Source: an optimization exercise on an open RTL-to-GDS flow (aim: small area, a short achievable clock period and few clock cycles). Production flows keep margins and buffers that such runs may drop. At most, simulation tests tie the RTL to the original design; equivalence was not proved. Power and IR drop assume default switching activity.

Setup of north:
==> flow/design.v <==
`default_nettype none
module hkre_xlate (
  input  logic [6:0] code_i,
  output logic [7:0] scan_o
);
  localparam logic [1023:0] Table = {
    8'h00, 8'h8A, 8'h00, 8'h00, 8'h00, 8'h00, 8'h00, 8'h00,
    8'h8D, 8'h74, 8'h7C, 8'h7D, 8'hA4, 8'hA3, 8'hA2, 8'hA1,
    8'h83, 8'h82, 8'h81, 8'h80, 8'h7D, 8'h7C, 8'h74, 8'h73,
    8'hF5, 8'h00, 8'hB1, 8'hF7, 8'h94, 8'h92, 8'h9F, 8'h9E,
    8'h9D, 8'h9B, 8'h9A, 8'h99, 8'h98, 8'h97, 8'h96, 8'h95,
    8'h9C, 8'hA4, 8'hA3, 8'hA2, 8'hA1, 8'hAA, 8'hA9, 8'hA7,
    8'hA8, 8'h8F, 8'h8D, 8'h8C, 8'h8E, 8'h8A, 8'h8B, 8'hB0,
    8'h7D, 8'h7C, 8'h72, 8'h71, 8'h68, 8'h67, 8'h66, 8'h65,
    8'h64, 8'h5A, 8'h59, 8'h58, 8'h57, 8'h56, 8'h00, 8'hF3,
    8'hED, 8'hFB, 8'hBF, 8'hE8, 8'hF2, 8'hBF, 8'hF7, 8'hF6,
    8'hFA, 8'hF5, 8'hF9, 8'hD4, 8'hBE, 8'hBC, 8'h71, 8'hBD,
    8'hEF, 8'hEA, 8'hE5, 8'hE0, 8'hDB, 8'hD6, 8'hD0, 8'hCB,
    8'hC5, 8'hC0, 8'hC3, 8'hDC, 8'hC8, 8'hC6, 8'hD3, 8'hE1,
    8'hD7, 8'hC7, 8'hD1, 8'hC1, 8'hF0, 8'hEB, 8'hDE, 8'hE3,
    8'hEC, 8'hE7, 8'hE2, 8'hE6, 8'hDD, 8'hD8, 8'hD2, 8'hCC,
    8'hCD, 8'hCE, 8'hD9, 8'hC2, 8'h00, 8'h00, 8'h00, 8'h00
  };
  assign scan_o = Table[{code_i, 3'b000} +: 8];
endmodule
`default_nettype wire
`default_nettype none
module hid_keyboard_report_to_key_events_core (
  input  logic        clk_i,
  input  logic        rst_ni,
  input  logic        in_valid_i,
  output logic        in_stall_o,
  input  logic [55:0] in_data_i,
  output logic        out_valid_o,
  input  logic        out_stall_i,
  output logic [9:0]  out_data_o
);
  logic [5:0][7:0] pk;       
  logic [5:0][6:0] cur_q;    
  logic [5:0][6:0] held_q;   
  logic            cv_q;     
  logic [1:0]      s_q;      
  logic [5:0]      fp_q;     
  logic [5:0]      fc_q;     
  logic [2:0]      mod_q;    
  logic [1:0]      ph_q;     
  logic [11:0]     km_q;     
  logic [11:0]     low_q;    
  logic            t_v;      
  logic [6:0]      t_key;    
  logic            t_val;    
  logic            t_last;   
  logic            stall_q;
  logic            ov_q;
  logic [9:0]      out_q;
  logic            advance;
  logic            accept;
  logic            step;
  logic            consume;
  logic [2:0]      in_mod;
  logic [5:0]      pz;       
  logic [5:0][6:0] pkc;      
  logic [5:0]      cz;       
  logic [5:0]      e0;       
  logic [5:0]      e1;       
  logic [5:0]      e2;       
  logic [5:0]      fp_n;
  logic [5:0]      fc_n;
  logic [11:0]     km_new;
  logic [11:0]     km_n;
  logic [11:0]     low_n;
  logic [11:0]     rest;
  logic [11:0]     low_k;
  logic [11:0]     low_r;
  logic [11:0]     seen_k;   
  logic [11:0]     seen_r;   
  logic [5:0]      low_cur;  
  logic [6:0]      sel_key;
  logic [7:0]      t_code;
  logic [1:0]      s_n;
  logic [1:0]      ph_n;
  assign advance = !ov_q || !out_stall_i;
  assign accept  = in_valid_i && !stall_q;
  assign step    = in_valid_i && (s_q != 2'd2);
  assign consume = advance && (km_q != '0) && (t_v ? (ph_q == 2'd0) : (ph_q == 2'd3));
  assign in_mod[0] = |(in_data_i[55:48] & 8'h22);
  assign in_mod[1] = |(in_data_i[55:48] & 8'h11);
  assign in_mod[2] = |(in_data_i[55:48] & 8'h44);
  for (genvar i = 0; i < 6; i++) begin : g_slot
    assign pk[i] = in_data_i[47-8*i -: 8];
    assign pz[i] = pk[i][7] || (pk[i][6:2] == 5'h00) || (pk[i][6:0] == 7'h39) ||
                   (pk[i][6:0] == 7'h66) || ((pk[i][6:3] == 4'hF) && (pk[i][2:0] != 3'h6));
    assign pkc[i] = pz[i] ? 7'h00 : pk[i][6:0];
    assign cz[i] = cur_q[i] == 7'h00;
    assign e0[i] = !pk[i][7] && (pk[i][6:0] == cur_q[i]);
    assign e1[i] = !pk[i][7] && (pk[i][6:0] == cur_q[(i+1)%6]);
    assign e2[i] = !pk[i][7] && (pk[i][6:0] == cur_q[(i+2)%6]);
    assign fp_n[i] = (fp_q[i] && s_q != 2'd0) || e0[i] || e1[i] || e2[i];
    assign fc_n[i] = (fc_q[i] && s_q != 2'd0) || e0[i] || e1[(i+5)%6] || e2[(i+4)%6];
    assign km_new[2*i]   = cv_q && !cz[i] && !fc_q[i];
    assign km_new[2*i+1] = !pz[i] && !(cv_q && fp_q[i]);
  end
  always_comb begin
    for (int m = 0; m < 6; m++) begin
      low_cur[m] = (s_q == 2'd1) ? low_q[2*((m+3)%6)+1] : low_q[2*m+1];
    end
    sel_key = '0;
    for (int i = 0; i < 6; i++) begin
      sel_key = sel_key | ({7{low_q[2*i]}} & held_q[i])
                        | ({7{low_cur[i]}} & cur_q[i]);
    end
  end
  assign rest = km_q & ~low_q;
  assign km_n = consume ? rest : km_q;
  assign seen_k[0] = 1'b0;
  assign seen_r[0] = 1'b0;
  for (genvar i = 0; i < 12; i++) begin : g_low
    assign low_k[i] = km_q[i] && !seen_k[i];
    assign low_r[i] = rest[i] && !seen_r[i];
    if (i < 11) begin : g_seen
      assign seen_k[i+1] = seen_k[i] || km_q[i];
      assign seen_r[i+1] = seen_r[i] || rest[i];
    end
  end
  assign low_n = consume ? low_r : low_k;
  hkre_xlate u_xlate (.code_i(t_key), .scan_o(t_code));
  assign s_n  = step ? s_q + 2'd1 : s_q;
  assign ph_n = (advance && !t_v && ph_q != 2'd0) ? ph_q + 2'd1 : ph_q;
  always_ff @(posedge clk_i or negedge rst_ni) begin
    if (!rst_ni) begin
      cv_q    <= 1'b0;
      s_q     <= 2'd0;
      stall_q <= 1'b0;
      ph_q    <= 2'd0;
      km_q    <= '0;
      t_v     <= 1'b0;
      ov_q    <= 1'b0;
    end else begin
      if (accept) begin
        cv_q    <= 1'b1;
        s_q     <= 2'd0;
        stall_q <= 1'b1;
        km_q    <= km_new;
        ph_q    <= (advance && !t_v) ? 2'd2 : 2'd1;
      end else begin
        s_q     <= s_n;
        stall_q <= !((ph_n == 2'd0) && ((consume ? rest : km_q) == '0) && (!cv_q || s_n == 2'd2));
        km_q    <= km_n;
        ph_q    <= ph_n;
      end
      if (advance) begin
        ov_q <= (ph_q != 2'd0) || t_v || accept;
        t_v  <= consume;
      end
    end
  end
  always_ff @(posedge clk_i) begin
    if (accept) begin
      cur_q <= pkc;
      mod_q <= in_mod;
    end else if (step) begin
      fc_q  <= {fc_n[2:0], fc_n[5:3]};
      cur_q <= {cur_q[2:0], cur_q[5:3]};
    end
    fp_q <= fp_n;
    if (!stall_q) held_q <= cur_q;
    low_q <= low_n;
    if (consume) begin
      t_key  <= sel_key;
      t_val  <= |(low_q & 12'b1010_1010_1010);
      t_last <= rest == '0;
    end
    if (advance) begin
      if (t_v) begin
        out_q <= {t_code, t_val, t_last};
      end else begin
        case (ph_q)
          2'd1:    out_q <= {8'hAE, mod_q[0], 1'b0};
          2'd2:    out_q <= {8'hAF, mod_q[1], 1'b0};
          2'd3:    out_q <= {8'hB1, mod_q[2], km_q == '0};
          default: out_q <= {8'hAE, in_mod[0], 1'b0};
        endcase
      end
    end
  end
  assign in_stall_o  = stall_q;
  assign out_valid_o = ov_q;
  assign out_data_o  = out_q;
endmodule
`default_nettype wire
clock: 5.0 ns
lec_check: 0
abc_clock_period_in_ps: 2300
cap_margin: 20
core_margin: 2
core_utilization: 40
setup_slack_margin: 2.7
slew_margin: 20
run.sh (not shown) runs the stock make flow with config.mk's settings and CLKGATE_MAP_FILE= SYNTH_SCRIPT=/design/flow/synth_recipe.tcl, a recipe that flattens the netlist after the stock synthesis.
Testbench counts of north, summed over its fixed seeds: cycles 13,752.
## Diff of input files: south against north
-- flow/design.v --
<<< north, line 37
);
  logic [5:0][7:0] pk;       
  logic [5:0][6:0] cur_q;    
  logic [5:0][6:0] held_q;   
  logic            cv_q;     
  logic [1:0]      s_q;      
>>> south, line 37
);
  logic [5:0][7:0] pk;       
  logic [5:0][7:0] cur_q;    
  logic [5:0][7:0] held_q;   
  logic            cv_q;     
  logic [1:0]      s_q;      
<<< north, line 60
  logic [2:0]      in_mod;
  logic [5:0]      pz;       
  logic [5:0][6:0] pkc;      
  logic [5:0]      cz;       
  logic [5:0]      e0;       
>>> south, line 60
  logic [2:0]      in_mod;
  logic [5:0]      pz;       
  logic [5:0]      cz;       
  logic [5:0]      e0;       
<<< north, line 91
    assign pz[i] = pk[i][7] || (pk[i][6:2] == 5'h00) || (pk[i][6:0] == 7'h39) ||
                   (pk[i][6:0] == 7'h66) || ((pk[i][6:3] == 4'hF) && (pk[i][2:0] != 3'h6));
    assign pkc[i] = pz[i] ? 7'h00 : pk[i][6:0];
    assign cz[i] = cur_q[i] == 7'h00;
    assign e0[i] = !pk[i][7] && (pk[i][6:0] == cur_q[i]);
    assign e1[i] = !pk[i][7] && (pk[i][6:0] == cur_q[(i+1)%6]);
    assign e2[i] = !pk[i][7] && (pk[i][6:0] == cur_q[(i+2)%6]);
    assign fp_n[i] = (fp_q[i] && s_q != 2'd0) || e0[i] || e1[i] || e2[i];
    assign fc_n[i] = (fc_q[i] && s_q != 2'd0) || e0[i] || e1[(i+5)%6] || e2[(i+4)%6];
>>> south, line 90
    assign pz[i] = pk[i][7] || (pk[i][6:2] == 5'h00) || (pk[i][6:0] == 7'h39) ||
                   (pk[i][6:0] == 7'h66) || ((pk[i][6:3] == 4'hF) && (pk[i][2:0] != 3'h6));
    assign cz[i] = cur_q[i][7] || (cur_q[i][6:2] == 5'h00) || (cur_q[i][6:0] == 7'h39) ||
                   (cur_q[i][6:0] == 7'h66) || ((cur_q[i][6:3] == 4'hF) && (cur_q[i][2:0] != 3'h6));
    assign e0[i] = pk[i] == cur_q[i];
    assign e1[i] = pk[i] == cur_q[(i+1)%6];
    assign e2[i] = pk[i] == cur_q[(i+2)%6];
    assign fp_n[i] = (fp_q[i] && s_q != 2'd0) || e0[i] || e1[i] || e2[i];
    assign fc_n[i] = (fc_q[i] && s_q != 2'd0) || e0[i] || e1[(i+5)%6] || e2[(i+4)%6];
<<< north, line 107
    sel_key = '0;
    for (int i = 0; i < 6; i++) begin
      sel_key = sel_key | ({7{low_q[2*i]}} & held_q[i])
                        | ({7{low_cur[i]}} & cur_q[i]);
    end
  end
>>> south, line 106
    sel_key = '0;
    for (int i = 0; i < 6; i++) begin
      sel_key = sel_key | ({7{low_q[2*i]}} & held_q[i][6:0])
                        | ({7{low_cur[i]}} & cur_q[i][6:0]);
    end
  end
<<< north, line 157
  always_ff @(posedge clk_i) begin
    if (accept) begin
      cur_q <= pkc;
      mod_q <= in_mod;
    end else if (step) begin
      fc_q  <= {fc_n[2:0], fc_n[5:3]};
      cur_q <= {cur_q[2:0], cur_q[5:3]};
    end
    fp_q <= fp_n;
    if (!stall_q) held_q <= cur_q;
    low_q <= low_n;
>>> south, line 156
  always_ff @(posedge clk_i) begin
    if (accept) begin
      cur_q <= pk;
      mod_q <= in_mod;
    end else if (step) begin
      fp_q  <= fp_n;
      fc_q  <= {fc_n[2:0], fc_n[5:3]};
      cur_q <= {cur_q[2:0], cur_q[5:3]};
    end
    if (!stall_q) held_q <= cur_q;
    low_q <= low_n;
Results
- Of north and south, north shows the lower distinct cell type count of the synthesized netlist, with south above it.
- Against north, number of tap cells inserted in south rose by a few percent.
- Diff north -> south | synthesized area | increase of about 10%
- In the flow results for north and south, the fraction of power consumed by the clock network is smaller on south.
- Compared with north, in south clock-buffer cell count shows a reduction of 17%; final worst setup slack shows an increase of 0.021 ns.
- The core of south is less densely filled than that of north.
- For the final period demand of the worst path, south came in 0.021 ns lower than north did.
- input pin to asynchronous set/reset pin as the path type of the worst min-delay path was reported by south, and register to register by north.
- In the flow results for north and south, the sequential cell area fraction in the yosys report is larger on north.
- Synthesized-area fraction occupied by ao, oa, aoi and oai cells: higher on north
- south vs north: post-CTS repair timing setup buffer count down in south
- Compared with north, south shows multi-input logic portion of the cell area higher by 2.5 points.
The RTL of south was laid out without a check of its function.

-- static timing again, ports no longer ideal --
Ports are ideal in the flow. The routed layouts listed here were re-timed in OpenROAD. Step 1, drivers: a clkbuf_16 drives clk_i and a buf_2 each remaining input, both assumed. Step 2 also shifts input and output timing later by t, the mid clock arrival at the registers, as if the neighbouring blocks saw the same clock. Three values: ideal ports, drivers, drivers and shift; two values: the first two.
run	shift t [ns]	slack for setup (ns)	pins driven straight from the clock port
north	0.471	2.662 / 2.662 / 2.253	1
south	0.478	2.683 / 2.683 / 2.250	1
After both steps every run listed still meets setup and hold. For south, which loses most, drivers alone change the setup slack by 0.000 ns; drivers and shift together by -0.433 ns.
